What follows belongs to an exercise in optimizing a design on an open flow for small area; a production flow would make more cautious choices.
The RTL was checked by simulation tests, not by an equivalence proof against the original design.
Power is estimated from default activity; no workload was simulated.

Setup of xenon:
==> flow/design.v <==
package konark_hwpe_ctrl_pkg;
  localparam logic [5:0] REG_TRIGGER    = 6'h00;
  localparam logic [5:0] REG_ACQUIRE    = 6'h01;
  localparam logic [5:0] REG_STATUS     = 6'h02;
  localparam logic [5:0] REG_JOB_ID     = 6'h03;
  localparam logic [5:0] REG_SOFT_CLEAR = 6'h04;
endpackage
module konark_hwpe_oai22 (
  input  logic a1_i,
  input  logic a2_i,
  input  logic b1_i,
  input  logic b2_i,
  output logic y_o
);
  assign y_o = ~((a1_i | a2_i) & (b1_i | b2_i));
endmodule
module konark_hwpe_nor2 (
  input  logic a_i,
  input  logic b_i,
  output logic y_o
);
  assign y_o = ~(a_i | b_i);
endmodule
module konark_hwpe_or16 (
  input  logic [15:0] d_i,
  output logic        y_o
);
  assign y_o = |d_i;
endmodule
module konark_hwpe_ctx_regfile (
  input  logic [1023:0] mem_n_i,          
  input  logic [31:0]  rsel_a_ni,         
  output logic [31:0]  rdata_a_o,         
  input  logic         rctx_b_i,
  input  logic         rctx_b_ni,         
  output logic [511:0] rdata_b_o
);
  for (genvar g = 0; g < 16; g++) begin : g_job
    for (genvar i = 0; i < 32; i++) begin : g_bit
      konark_hwpe_oai22 i_sel (
        .a1_i (rctx_b_i),
        .a2_i (mem_n_i[32*g+i]),
        .b1_i (rctx_b_ni),
        .b2_i (mem_n_i[32*(16+g)+i]),
        .y_o  (rdata_b_o[32*g+i])
      );
    end
  end
  for (genvar i = 0; i < 32; i++) begin : g_rd
    logic [15:0] t;
    for (genvar p = 0; p < 16; p++) begin : g_pair
      konark_hwpe_oai22 i_pair (
        .a1_i (rsel_a_ni[2*p]),
        .a2_i (mem_n_i[32*(2*p)+i]),
        .b1_i (rsel_a_ni[2*p+1]),
        .b2_i (mem_n_i[32*(2*p+1)+i]),
        .y_o  (t[p])
      );
    end
    konark_hwpe_or16 i_or (.d_i(t), .y_o(rdata_a_o[i]));
  end
endmodule
module konark_hwpe_ctrl_slave #(
  parameter int NrCores   = 9,
  parameter int NrContext = 2,
  parameter int NrJobRegs = 16,
  parameter int IdWidth   = 2,
  parameter int AddrWidth = 32
) (
  input  logic                    clk_i,
  input  logic                    rst_ni,
  input  logic                    req_valid_i,
  output logic                    req_ready_o,
  input  logic [AddrWidth-1:0]    req_addr_i,
  input  logic                    req_write_i,
  input  logic [31:0]             req_wdata_i,
  input  logic [3:0]              req_strb_i,
  input  logic [IdWidth-1:0]      req_id_i,
  output logic                    rsp_valid_o,
  output logic [31:0]             rsp_rdata_o,
  output logic [IdWidth-1:0]      rsp_id_o,
  output logic                    job_start_o,
  output logic [NrJobRegs*32-1:0] job_regs_o,
  input  logic                    job_done_i,
  output logic                    clear_o,
  output logic                    busy_o,
  output logic [NrCores-1:0]      evt_o
);
  logic               wptr_q, rptr_q;
  logic               wptr_nq;
  logic               rptr_nq;   
  logic [1:0]         count_q;
  logic [7:0]         job_id_q;
  logic               err_q;
  logic               start_q, run_q;    
  logic               rsp_valid_q;
  logic [31:0]        rsp_rdata_q;
  logic [IdWidth-1:0] rsp_id_q;
  logic               clear_q;
  logic               evt_q;
  logic [5:0]  word;
  logic        is_job, full, running;
  logic        req_fire, wr_fire;
  logic        do_trigger, trigger_err, do_clear, job_we, done_ok;
  logic [31:0] ctx_rdata, rdata_d;
  logic [31:0] rsel_n;
  assign wptr_nq     = !wptr_q;
  assign req_ready_o = rst_ni;
  assign req_fire    = req_valid_i & rst_ni;
  assign wr_fire     = req_fire & req_write_i;
  assign word    = req_addr_i[7:2];
  assign is_job  = (word[5:4] == 2'b01);
  assign full    = count_q[1];
  assign running = start_q | run_q;
  assign do_trigger  = wr_fire & (word == konark_hwpe_ctrl_pkg::REG_TRIGGER) & !full;
  assign trigger_err = wr_fire & (word == konark_hwpe_ctrl_pkg::REG_TRIGGER) & full;
  assign do_clear    = wr_fire & (word == konark_hwpe_ctrl_pkg::REG_SOFT_CLEAR);
  assign job_we      = wr_fire & is_job & !full;
  assign done_ok     = job_done_i & run_q & !do_clear;
  logic [31:0]   mem_nq [2][16];
  logic [31:0]   wdata_n;
  logic [1023:0] mem_n;
  logic [31:0]   wsel_n;
  logic [3:0]    bsel_n;
  assign wdata_n = ~(req_wdata_i & {32{rst_ni}});
  assign bsel_n  = ~req_strb_i & {4{rst_ni}};
  for (genvar c = 0; c < 2; c++) begin : g_ctx
    for (genvar r = 0; r < 16; r++) begin : g_reg
      assign wsel_n[16*c+r] = !(job_we & ((c == 1) ? wptr_q : wptr_nq) & (word[3:0] == r[3:0])) & rst_ni;
      for (genvar b = 0; b < 4; b++) begin : g_byte
        logic en;
        konark_hwpe_nor2 i_en (.a_i(wsel_n[16*c+r]), .b_i(bsel_n[b]), .y_o(en));
        always_ff @(posedge clk_i) begin
          if (en) mem_nq[c][r][8*b +: 8] <= wdata_n[8*b +: 8];
        end
      end
      assign mem_n[32*(16*c+r) +: 32] = mem_nq[c][r];
    end
  end
  konark_hwpe_ctx_regfile i_ctx_regfile (
    .mem_n_i   (mem_n),
    .rsel_a_ni (rsel_n),
    .rdata_a_o (ctx_rdata),
    .rctx_b_i  (rptr_q),
    .rctx_b_ni (rptr_nq),
    .rdata_b_o (job_regs_o)
  );
  for (genvar k = 0; k < 32; k++) begin : g_rsel
    assign rsel_n[k] = !(!req_write_i & is_job & (word[3:0] == k[3:0]) & (k >= 16 ? wptr_q : wptr_nq));
  end
  always_comb begin
    rdata_d = ctx_rdata;
    if (!req_write_i) begin
      case (word)
        konark_hwpe_ctrl_pkg::REG_ACQUIRE: rdata_d = full ? 32'hFFFF_FFFF : {31'd0, wptr_q};
        konark_hwpe_ctrl_pkg::REG_STATUS:  rdata_d = {err_q, 21'd0, count_q, 7'd0, running};
        konark_hwpe_ctrl_pkg::REG_JOB_ID:  rdata_d = {24'd0, job_id_q};
        default:                           ;
      endcase
    end
  end
  always_ff @(posedge clk_i) begin
    rsp_rdata_q <= rdata_d;
    rsp_id_q    <= req_id_i;
  end
  always_ff @(posedge clk_i) begin
    if (!rst_ni) begin
      rsp_valid_q <= 1'b0;
      clear_q     <= 1'b0;
      evt_q       <= 1'b0;
      wptr_q      <= 1'b0;
      rptr_q      <= 1'b0;
      rptr_nq     <= 1'b1;
      count_q     <= '0;
      job_id_q    <= '0;
      err_q       <= 1'b0;
      start_q     <= 1'b0;
      run_q       <= 1'b0;
    end else begin
      rsp_valid_q <= req_fire;
      clear_q     <= do_clear;
      evt_q       <= done_ok;
      start_q     <= !running & (count_q != 2'd0) & !do_clear;
      run_q       <= (start_q | (run_q & !job_done_i)) & !do_clear;
      if (do_trigger) job_id_q <= job_id_q + 8'd1;
      if (do_clear) begin
        wptr_q  <= 1'b0;
        rptr_q  <= 1'b0;
        rptr_nq <= 1'b1;
        count_q <= '0;
        err_q   <= 1'b0;
      end else begin
        if (do_trigger) begin
          wptr_q  <= !wptr_q;
        end
        if (trigger_err) err_q <= 1'b1;
        if (done_ok) begin
          rptr_q  <= !rptr_q;
          rptr_nq <= !rptr_nq;
        end
        case ({do_trigger, done_ok})
          2'b10:   count_q <= count_q + 2'd1;
          2'b01:   count_q <= count_q - 2'd1;
          default: count_q <= count_q;
        endcase
      end
    end
  end
  assign job_start_o = start_q;
  assign busy_o      = running;
  assign rsp_valid_o = rsp_valid_q;
  assign rsp_rdata_o = rsp_rdata_q;
  assign rsp_id_o    = rsp_id_q;
  assign clear_o     = clear_q;
  assign evt_o       = {NrCores{evt_q}};
endmodule
clock: 5.0 ns
lec_check: 0
cap_margin: 20
core_margin: 2
core_utilization: 65
gpl_timing_driven: 0
slew_margin: 20
synth_hierarchical: 1
synth_minimum_keep_size: 0
standard.sh (not shown) runs the stock make flow with config.mk's settings and CLKGATE_MAP_FILE= SYNTH_SCRIPT=/design/flow/synth_recipe.tcl, a recipe that flattens the netlist after the stock synthesis.
==> flow/flow/run.sh <==
#!/bin/bash
# Layout flow: the standard ORFS flow (standard.sh). Synthesis runs first,
# unchanged; the rest of the flow then runs with these changes to how the
# layout is built:
#  - port buffers are sky130_fd_sc_hd__buf_1 instead of the resizer's default
#    pick, a delay cell (every input and output port still gets one buffer);
#  - the resizer may not use the largest buffers (buf_6 and up, clkbuf_16),
#    so high-fanout nets get trees of small buffers;
#  - clock tree synthesis uses clkbuf_8 with bounded sink clusters and no
#    dummy loads.
# Each make call's full output goes to its own log here; ORFS keeps each
# step's own log under orfs/logs/.
set -euo pipefail
cd "$(dirname "$0")/.."
bash standard.sh synth > flow_synth.log 2>&1
DONT_USE="sky130_fd_sc_hd__probe_p_8 sky130_fd_sc_hd__probec_p_8 sky130_fd_sc_hd__lpflow_*"
DONT_USE="$DONT_USE sky130_fd_sc_hd__buf_6 sky130_fd_sc_hd__buf_8 sky130_fd_sc_hd__buf_12 sky130_fd_sc_hd__buf_16"
DONT_USE="$DONT_USE sky130_fd_sc_hd__bufbuf_8 sky130_fd_sc_hd__bufbuf_16 sky130_fd_sc_hd__clkbuf_16"
bash standard.sh finish \
  DONT_USE_CELLS="$DONT_USE" \
  BUFFER_PORTS_ARGS="-buffer_cell sky130_fd_sc_hd__buf_1" \
  CTS_ARGS="-sink_clustering_enable -repair_clock_nets -dont_use_dummy_load -buf_list sky130_fd_sc_hd__clkbuf_8 -sink_clustering_size 18 -sink_clustering_max_diameter 80" \
  > flow_finish.log 2>&1
> inputs changed (xenon -> garnet)
Settings: removing GPL_TIMING_DRIVEN (formerly 0).
### Flow results
Compared with xenon, garnet shows final net count that has gone up by a few percent.
garnet vs xenon, critical path depth went down by 2.
Against xenon, garnet comes in 52 ps higher on worst-case hold slack.
The proportion of power drawn by the clock network of garnet and that of xenon are within noise of each other.
Per the comparison of garnet with xenon, final worst-path setup slack has increased; combinational power closely matched the old numbers; final worst-path cycle share went down by 15 points.
Changes observed in garnet relative to xenon: post-layout total power comparable; first-pass GRT wire length went up by 4.0 mm.
Final critical delay including setup and external delays was lower in garnet than in xenon.

[re-timing with driven ports]
No port has a modelled driver above. Below, the same layouts with a new extraction and two added sets of constraints.
Step 1 sets driving cells, clkbuf_16 on the clock port and buf_2 on the other inputs (assumed; they add their load-dependent delay and slew).
Step 2 times the ports against the registers' clock, not the clock port: input delays grow and output delays shrink by t, the midpoint of the rising clock arrivals with the driver on.
Slacks: no drivers / after step 1 / after step 2; pairs: no drivers / after step 1.
run | shift t [ns] | setup WS [ns] | hold slack, ns | worst setup path after step 2 | cell pins on the clock port's net
xenon | 0.768 | 0.166 / 0.106 / -0.173 | 0.355 / 0.320 / 0.486 | input to register | 1
garnet | 0.755 | 0.938 / 0.873 / 0.375 | 0.408 / 0.381 / 0.493 | input to register | 1
Met with ideal ports but missed after step 2: setup timing in xenon. The setup slack of garnet, which loses most, moves by -0.065 ns with the drivers and by -0.563 ns with both steps.
